This design comes from an exercise in tuning for small area on the open sky130 flow, not from production work. The RTL was checked by simulation tests, not by an equivalence proof against the original design.

[flow/config.mk]
export PLATFORM = sky130hd
export DESIGN_NAME = motion_overlay_chip
export DESIGN_NICKNAME = motion_overlay_chip
export VERILOG_FILES = /design/flow/design.v
export SDC_FILE = /design/flow/constraint.sdc
export NUM_CORES = 4
export LEC_CHECK = 0
export CAP_MARGIN = 20
export CORE_MARGIN = 2
export CORE_UTILIZATION = 40
export SLEW_MARGIN = 20
[flow/constraint.sdc]
create_clock -name core_clock -period 100.0 [get_ports {clk}]
set_input_delay 20.0000 -clock core_clock [delete_from_list [all_inputs] [get_ports {clk}]]
set_output_delay 20.0000 -clock core_clock [all_outputs]
set_load 0.01 [all_outputs]
[flow/design.v]
package motion_overlay_pkg;
    localparam int coord_width = 10;
    typedef logic [coord_width-1:0] coord_t;
    typedef struct packed {
        coord_t x;
        coord_t y;
    } point_t;
    typedef struct packed {
        logic   de;
        coord_t x;
        coord_t y;
    } raster_t;
    typedef struct packed {
        logic   valid;
        point_t pos;
    } shot_mark_t;
    localparam int shot_mark_width = 1 + 2 * coord_width;
    typedef logic [15:0] rgb565_t;
    typedef struct packed {
        logic [3:0] r;
        logic [3:0] g;
        logic [3:0] b;
    } rgb444_t;
    localparam int fb_shift = 2;
    localparam int fb_addr_width = $clog2(160 * 120);
    typedef logic [fb_addr_width-1:0] fb_addr_t;
    localparam int ring_inner_sq = 256;
    localparam int ring_outer_sq = 400;
    localparam int cross_half_width = 2;
    localparam int shot_radius_sq = 144;
    localparam logic [3:0] motion_tint = 4'd3;
endpackage
`timescale 1ns/10ps
module centroid_tracker #(
    parameter int H_ACTIVE = 640,
    parameter int V_ACTIVE = 480
) (
    input  logic                        clk,
    input  logic                        reset,
    input  motion_overlay_pkg::raster_t pixel,
    input  logic                        motion_flag,
    output motion_overlay_pkg::point_t  centroid,
    output logic                        motion_valid
);
    logic [31:0] sum_x;
    logic [31:0] sum_y;
    logic [31:0] count;
    logic        active;
    logic        frame_end;
    logic        hit;
    logic [31:0] divisor;
    logic [31:0] quot_x;
    logic [31:0] quot_y;
    assign active = pixel.de && (pixel.x < H_ACTIVE) && (pixel.y < V_ACTIVE);
    assign frame_end = (pixel.x == H_ACTIVE) && (pixel.y == V_ACTIVE);
    assign hit = active && motion_flag;
    assign divisor = (count == 32'd0) ? 32'd1 : count;
    assign quot_x  = sum_x / divisor;
    assign quot_y  = sum_y / divisor;
    always_ff @(posedge clk or posedge reset) begin
        if (reset) begin
            sum_x <= '0;
            sum_y <= '0;
            count <= '0;
        end else if (frame_end) begin
            sum_x <= '0;
            sum_y <= '0;
            count <= '0;
        end else if (hit) begin
            sum_x <= sum_x + 32'(pixel.x);
            sum_y <= sum_y + 32'(pixel.y);
            count <= count + 32'd1;
        end
    end
    always_ff @(posedge clk or posedge reset) begin
        if (reset) begin
            centroid     <= '0;
            motion_valid <= 1'b0;
        end else if (frame_end) begin
            if (count != 32'd0) begin
                centroid.x   <= motion_overlay_pkg::coord_t'(quot_x);
                centroid.y   <= motion_overlay_pkg::coord_t'(quot_y);
                motion_valid <= 1'b1;
            end else begin
                centroid     <= '0;
                motion_valid <= 1'b0;
            end
        end
    end
endmodule
`timescale 1ns/10ps
module shot_recorder #(
    parameter int SHOT_DEPTH = 6
) (
    input  logic                                           clk,
    input  logic                                           reset,
    input  logic                                           shot_btn,
    input  motion_overlay_pkg::point_t                     centroid,
    input  logic                                           motion_valid,
    output logic [SHOT_DEPTH*motion_overlay_pkg::shot_mark_width-1:0] shots
);
    logic       btn_meta;
    logic       btn_sync;
    logic       press;
    logic       record;
    motion_overlay_pkg::shot_mark_t new_mark;
    always_ff @(posedge clk or posedge reset) begin
        if (reset) begin
            btn_meta <= 1'b0;
            btn_sync <= 1'b0;
        end else begin
            btn_meta <= shot_btn;
            btn_sync <= btn_meta;
        end
    end
    assign press = btn_meta & ~btn_sync;
    assign record = press & motion_valid;
    assign new_mark.valid = 1'b1;
    assign new_mark.pos   = centroid;
    always_ff @(posedge clk or posedge reset) begin
        if (reset) begin
            shots <= '0;
        end else if (record) begin
            shots <= {shots[(SHOT_DEPTH-1)*motion_overlay_pkg::shot_mark_width-1:0], new_mark};
        end
    end
endmodule
`timescale 1ns/10ps
module overlay_mixer #(
    parameter int H_ACTIVE   = 640,
    parameter int V_ACTIVE   = 480,
    parameter int SHOT_DEPTH = 6
) (
    input  motion_overlay_pkg::raster_t                    pixel,
    input  logic                                           motion_flag,
    input  motion_overlay_pkg::rgb565_t                    img_data,
    input  motion_overlay_pkg::point_t                     centroid,
    input  logic                                           motion_valid,
    input  logic [SHOT_DEPTH*motion_overlay_pkg::shot_mark_width-1:0] shots,
    output motion_overlay_pkg::fb_addr_t                   fb_addr,
    output motion_overlay_pkg::rgb444_t                    rgb
);
    localparam int fb_cols = H_ACTIVE >> motion_overlay_pkg::fb_shift;
    localparam int dist_width = 2 * motion_overlay_pkg::coord_width + 1;
    typedef logic [dist_width-1:0] dist_t;
    function automatic motion_overlay_pkg::coord_t abs_diff(motion_overlay_pkg::coord_t a, motion_overlay_pkg::coord_t b);
        abs_diff = (a > b) ? (a - b) : (b - a);
    endfunction
    function automatic dist_t dist_sq(motion_overlay_pkg::coord_t dx, motion_overlay_pkg::coord_t dy);
        dist_t wx;
        dist_t wy;
        wx = dist_t'(dx);
        wy = dist_t'(dy);
        dist_sq = (wx * wx) + (wy * wy);
    endfunction
    logic                  active;
    motion_overlay_pkg::coord_t                dx;
    motion_overlay_pkg::coord_t                dy;
    dist_t                 d;
    logic                  on_ring;
    logic                  on_cross;
    logic                  on_reticle;
    logic [SHOT_DEPTH-1:0] shot_hit;
    motion_overlay_pkg::rgb444_t               img_rgb;
    assign active = pixel.de && (pixel.x < H_ACTIVE) && (pixel.y < V_ACTIVE);
    assign fb_addr = active ?
        motion_overlay_pkg::fb_addr_t'(fb_cols * (pixel.y >> motion_overlay_pkg::fb_shift) + (pixel.x >> motion_overlay_pkg::fb_shift)) : '0;
    assign dx = abs_diff(pixel.x, centroid.x);
    assign dy = abs_diff(pixel.y, centroid.y);
    assign d  = dist_sq(dx, dy);
    assign on_ring = (d >= motion_overlay_pkg::ring_inner_sq) && (d <= motion_overlay_pkg::ring_outer_sq);
    assign on_cross = ((dx <= motion_overlay_pkg::cross_half_width) || (dy <= motion_overlay_pkg::cross_half_width)) &&
                      (d <= motion_overlay_pkg::ring_inner_sq);
    assign on_reticle = motion_valid && (on_ring || on_cross);
    for (genvar i = 0; i < SHOT_DEPTH; i++) begin : g_shot
        motion_overlay_pkg::coord_t sdx;
        motion_overlay_pkg::coord_t sdy;
        motion_overlay_pkg::shot_mark_t mark;
        assign mark = shots[i*motion_overlay_pkg::shot_mark_width +: motion_overlay_pkg::shot_mark_width];
        assign sdx  = abs_diff(pixel.x, mark.pos.x);
        assign sdy  = abs_diff(pixel.y, mark.pos.y);
        assign shot_hit[i] = mark.valid && (dist_sq(sdx, sdy) <= motion_overlay_pkg::shot_radius_sq);
    end
    assign img_rgb.r = img_data[15:12];
    assign img_rgb.g = img_data[10:7];
    assign img_rgb.b = img_data[4:1];
    always_comb begin
        rgb = '0;
        if (active) begin
            if (on_reticle) begin
                rgb.r = 4'hf;
                rgb.g = 4'h0;
                rgb.b = 4'h0;
            end else if (|shot_hit) begin
                rgb = '0;
            end else if (motion_flag) begin
                rgb   = img_rgb;
                rgb.r = img_rgb.r + motion_overlay_pkg::motion_tint;
            end else begin
                rgb = img_rgb;
            end
        end
    end
endmodule
`timescale 1ns/10ps
module motion_overlay_top #(
    parameter int H_ACTIVE   = 640,
    parameter int V_ACTIVE   = 480,
    parameter int SHOT_DEPTH = 6
) (
    input  logic                         clk,
    input  logic                         reset,
    input  motion_overlay_pkg::raster_t  pixel,
    input  logic                         motion_flag,
    input  logic                         shot_btn,
    input  motion_overlay_pkg::rgb565_t  img_data,
    output motion_overlay_pkg::fb_addr_t fb_addr,
    output motion_overlay_pkg::rgb444_t  rgb
);
    motion_overlay_pkg::point_t                     centroid;
    logic                       motion_valid;
    logic [SHOT_DEPTH*motion_overlay_pkg::shot_mark_width-1:0] shots;
    centroid_tracker #(
        .H_ACTIVE(H_ACTIVE),
        .V_ACTIVE(V_ACTIVE)
    ) u_tracker (
        .clk         (clk),
        .reset       (reset),
        .pixel       (pixel),
        .motion_flag (motion_flag),
        .centroid    (centroid),
        .motion_valid(motion_valid)
    );
    shot_recorder #(
        .SHOT_DEPTH(SHOT_DEPTH)
    ) u_shots (
        .clk         (clk),
        .reset       (reset),
        .shot_btn    (shot_btn),
        .centroid    (centroid),
        .motion_valid(motion_valid),
        .shots       (shots)
    );
    overlay_mixer #(
        .H_ACTIVE  (H_ACTIVE),
        .V_ACTIVE  (V_ACTIVE),
        .SHOT_DEPTH(SHOT_DEPTH)
    ) u_mixer (
        .pixel       (pixel),
        .motion_flag (motion_flag),
        .img_data    (img_data),
        .centroid    (centroid),
        .motion_valid(motion_valid),
        .shots       (shots),
        .fb_addr     (fb_addr),
        .rgb         (rgb)
    );
endmodule
`timescale 1ns/10ps
module motion_overlay_chip (
    input  logic        clk,
    input  logic        reset,
    input  logic        pixel_de,
    input  logic [9:0]  pixel_x,
    input  logic [9:0]  pixel_y,
    input  logic        motion_flag,
    input  logic        shot_btn,
    input  logic [15:0] img_data,
    output logic [14:0] fb_addr,
    output logic [11:0] rgb
);
    motion_overlay_pkg::raster_t pixel;
    motion_overlay_pkg::rgb444_t rgb_s;
    assign pixel.de = pixel_de;
    assign pixel.x  = pixel_x;
    assign pixel.y  = pixel_y;
    assign rgb      = rgb_s;
    motion_overlay_top u_top (
        .clk        (clk),
        .reset      (reset),
        .pixel      (pixel),
        .motion_flag(motion_flag),
        .shot_btn   (shot_btn),
        .img_data   (img_data),
        .fb_addr    (fb_addr),
        .rgb        (rgb_s)
    );
endmodule
[flow/run.sh]
#!/bin/bash
# synth_recipe.tcl (not shown) runs the flow's synth.tcl, then flattens the netlist and writes it again
# the make line also repeats each setting of config.mk as NAME=value (left out here)
make -C /OpenROAD-flow-scripts/flow DESIGN_CONFIG=/design/flow/config.mk WORK_HOME=/design/flow/orfs CLKGATE_MAP_FILE= SYNTH_SCRIPT=/design/flow/synth_recipe.tcl finish
==> notes.md <==
Inst Count DP 19300; Synth Warn # 3; CP Max Fanout 41; setup violators final 0; Post-CTS Hold Buffers 0; worst flop-to-flop path startpoint u_top.u_tracker.count[22]$_DFFE_PP0P_; # DRC 0; Clock Skew 0.0335 ns; asr flop ratio synth 1.00; worst hold path stage count 0; vias in the first global route 108000; nets 18300; Setup crit end kind flip-flop; FF-to-FF path depth 329; Bufs and invs on worst path 17; largest area contributor in the synthesized netlist ha_1; Top-Level Pins 68; Yosys reg bits 245; PostCTS Resize Cnt 0; hold wc startpoint u_top.u_shots.btn_meta$_DFF_PP0_; WL per Instance 20.7 µm; Setup TNS 0 ns; share of cells above drive strength 1 0.0583; min Tclk post-route 90.85 ns; Critical Path Slowest Stage Cell a2111oi_0; CTS Buffer Depth 3; r2r setup slk 9.15 ns; Final Non-Filler Cells 19300; Routability Congestion 0.942; Remaining Overflow, GRT 0; unrepaired setup endpoints after global routing no; pin count of the biggest net entering global routing 125; Post-Syn Area 0.118 mm²; max-slew violations 0; most frequent CP cell a21o_1; Avg Cell Area, Syn 7.67 µm²; htree depth 2; CP required 100.48 ns; cts bufs inserted 35; Rows 199; Buffers on Ports 63; DR pass1 iterations 6; worst-margin pin slew 1.27 ns; Total Wirelength 401000 µm; die area 0.300 mm²; Critical Path Stages 329; Post-CTS Setup Repair Bufs 0; top cells by area, synth ha_1, fa_1, inv_1; Post-DP HPWL 322000 µm; Iteration-0 DRC Markers 8927; most common cell after layout, fill and taps aside ha_1; Max Cap Violations 0; fmax 11.0 MHz; initial core utilization 0.402; clk sinks 245; final hold violation count 0; critical path's largest stage delay 1.09 ns; status finished clean; DR vias 111000; worst slack, placed 11.10 ns; Rel. slew slack 0.149; worst hold path class reg2reg; cell count after synthesis 15400; Top delay family on crit path compound AO/OA/AOI/OAI gates; Core Box Area 0.294 mm²; Post-synth EDFFs 0; register area share after synthesis 0.0518; die width 548 µm; Tcrit/Tclk final 0.909; commonest non-fill, non-tap cells in the layout ha_1, inv_1, nor2_1; WS Path Type reg2reg; ANT nets after route 0; WHS Endpoint u_top.u_shots.btn_sync$_DFF_PP0_; first-pass GRT wire length 624000 µm; Yosys cell types 105; Top FF cell, synth dfrtp_1; Area Growth Syn to Fin 6.49%; Reg clk slew, reported paths 0.06 ns; Arr. time, crit path 91.33 ns; r2r endpoint u_top.u_tracker.centroid[10]$_DFFE_PP0P_; CTS tree built; die height 548 µm; crit path launch type flip-flop; initial antenna violation count 15; clk latency of the worst-skew pair 0.62 ns; Total GRT Usage 0.262; share of the synthesized area in the top cell type 0.199; Setup crit start u_top.u_tracker.count[22]$_DFFE_PP0P_; final setup margin 9.15 ns; Mapped Nets 18300; Root Driver clkbuf_16; vias per cell 5.76
[synthesized netlist by cell type, drive strengths merged, types with 33 or more instances]
library cell and number:
a2111oi 36, a211o 42, a211oi 122, a21boi 66
a21o 537, a21oi 1027, a221oi 37, a31o 38
a31oi 191, and2 108, and3 131, and4 45
buf 74, clkbuf 386, dfrtp 245, fa 942
ha 1883, inv 1725, mux2 174, mux2i 149
nand2 1179, nand2b 252, nand3 275, nand4 155
nor2 1610, nor2b 207, nor3 361, nor3b 36
nor4 64, o2111ai 41, o211ai 92, o21a 217
o21ai 830, o21bai 146, o22ai 60, o31a 33
o31ai 102, or2 166, or3 121, xnor2 725
xor2 362
[cell families (layout without fill, tap and decap cells)]
| kind of cell | count (synthesis) | after routing | synth area share |
|---|---|---|---|
| DFF | 245 | 245 | 0.0518 |
| xor gates and xnor gates | 1087 | 1087 | 0.0805 |
| other | 0 | 3 | 0 |
| and+or+nand+nor | 4802 | 4802 | 0.192 |
| muxes | 323 | 323 | 0.0292 |
| buffers and inverters | 2185 | 2172 | 0.0700 |
| adders and majority gates | 2825 | 2825 | 0.359 |
| AOI/OAI and AO/OA | 3961 | 3961 | 0.218 |
[sequential cells by signal, indices dropped and copies added, names as in the netlist]
name and flops:
u_top.u_shots.btn_meta 1, u_top.u_shots.btn_sync 1, u_top.u_shots.shots 126, u_top.u_tracker.centroid 20, u_top.u_tracker.count 32, u_top.u_tracker.motion_valid 1, u_top.u_tracker.sum_x 32, u_top.u_tracker.sum_y 32
[worst register-to-register path: cells and delay by family (launching register included)]
| kind | cells | cell delay, ns |
|---|---|---|
| adders and majority gates | 31 | 10.47 |
| DFF | 1 | 0.46 |
| muxes | 4 | 1.45 |
| and+or+nand+nor | 94 | 22.21 |
| buffers and inverters | 17 | 5.32 |
| AOI/OAI and AO/OA | 182 | 50.69 |
| xor gates and xnor gates | 1 | 0.20 |
[stage by stage]
step | utilization | hold WS [ns] | area [µm²]
2_1_floorplan | - | 0.354 | 118000
3_3_place_gp | 0.424 | 0.368 | 125000
3_5_place_dp | 0.424 | 0.377 | 125000
4_1_cts | 0.428 | 0.383 | 126000
5_1_grt | 0.428 | 0.401 | 126000
6_report | 0.428 | 0.385 | 126000
[per-layer routing]
layer | part of all wire | track usage
met1 | 0.44 | 0.352
met3 | 0.067 | 0.0285
met4 | 0.039 | 0.0917
met2 | 0.45 | 0.434
met5 | 0.00013 | 0
[worst max path at each step]
stage,to
2_1_floorplan,u_top.u_tracker.centroid[10]$_DFFE_PP0P_
3_3_place_gp,u_top.u_tracker.centroid[10]$_DFFE_PP0P_
3_5_place_dp,u_top.u_tracker.centroid[10]$_DFFE_PP0P_
4_1_cts,u_top.u_tracker.centroid[10]$_DFFE_PP0P_
5_1_grt,u_top.u_tracker.centroid[10]$_DFFE_PP0P_
6_report,u_top.u_tracker.centroid[10]$_DFFE_PP0P_
[cell type report]
cell class,count,area (µm²)
flip-flops and latches,245,6130
clock buffers,42,912
repair buffers,386,3070
inverters,1725,6490
diodes,3,7.51
fillers,30200,168000
well taps,3919,4900
multi-input cells,13000,104000
clock inverters,19,295

==> port drivers added, routing unchanged <==
The results above use ideal ports. As a check the final layout listed here was re-extracted and re-timed, cells and wires unchanged. Step 1 assumes that a clkbuf_16 drives the clock port and a buf_2 every other input. Step 2 adds t to the input delays and takes it off the output delays; t is the mean of the earliest and latest rising clock arrival at the registers after step 1. Input paths then give back, and output paths get back, about the clock's delay inside the block. Three values: no drivers, after step 1, after step 2; two values: the first two.
t, ns: 0.701
setup slack, ns: 9.145 / 9.145 / 9.145
worst setup path after step 2: register to register
pins driven straight from the clock port: 1
After both steps this run still meets setup and hold. For this run, drivers alone change the setup slack by 0.000 ns; drivers and shift together by 0.000 ns.
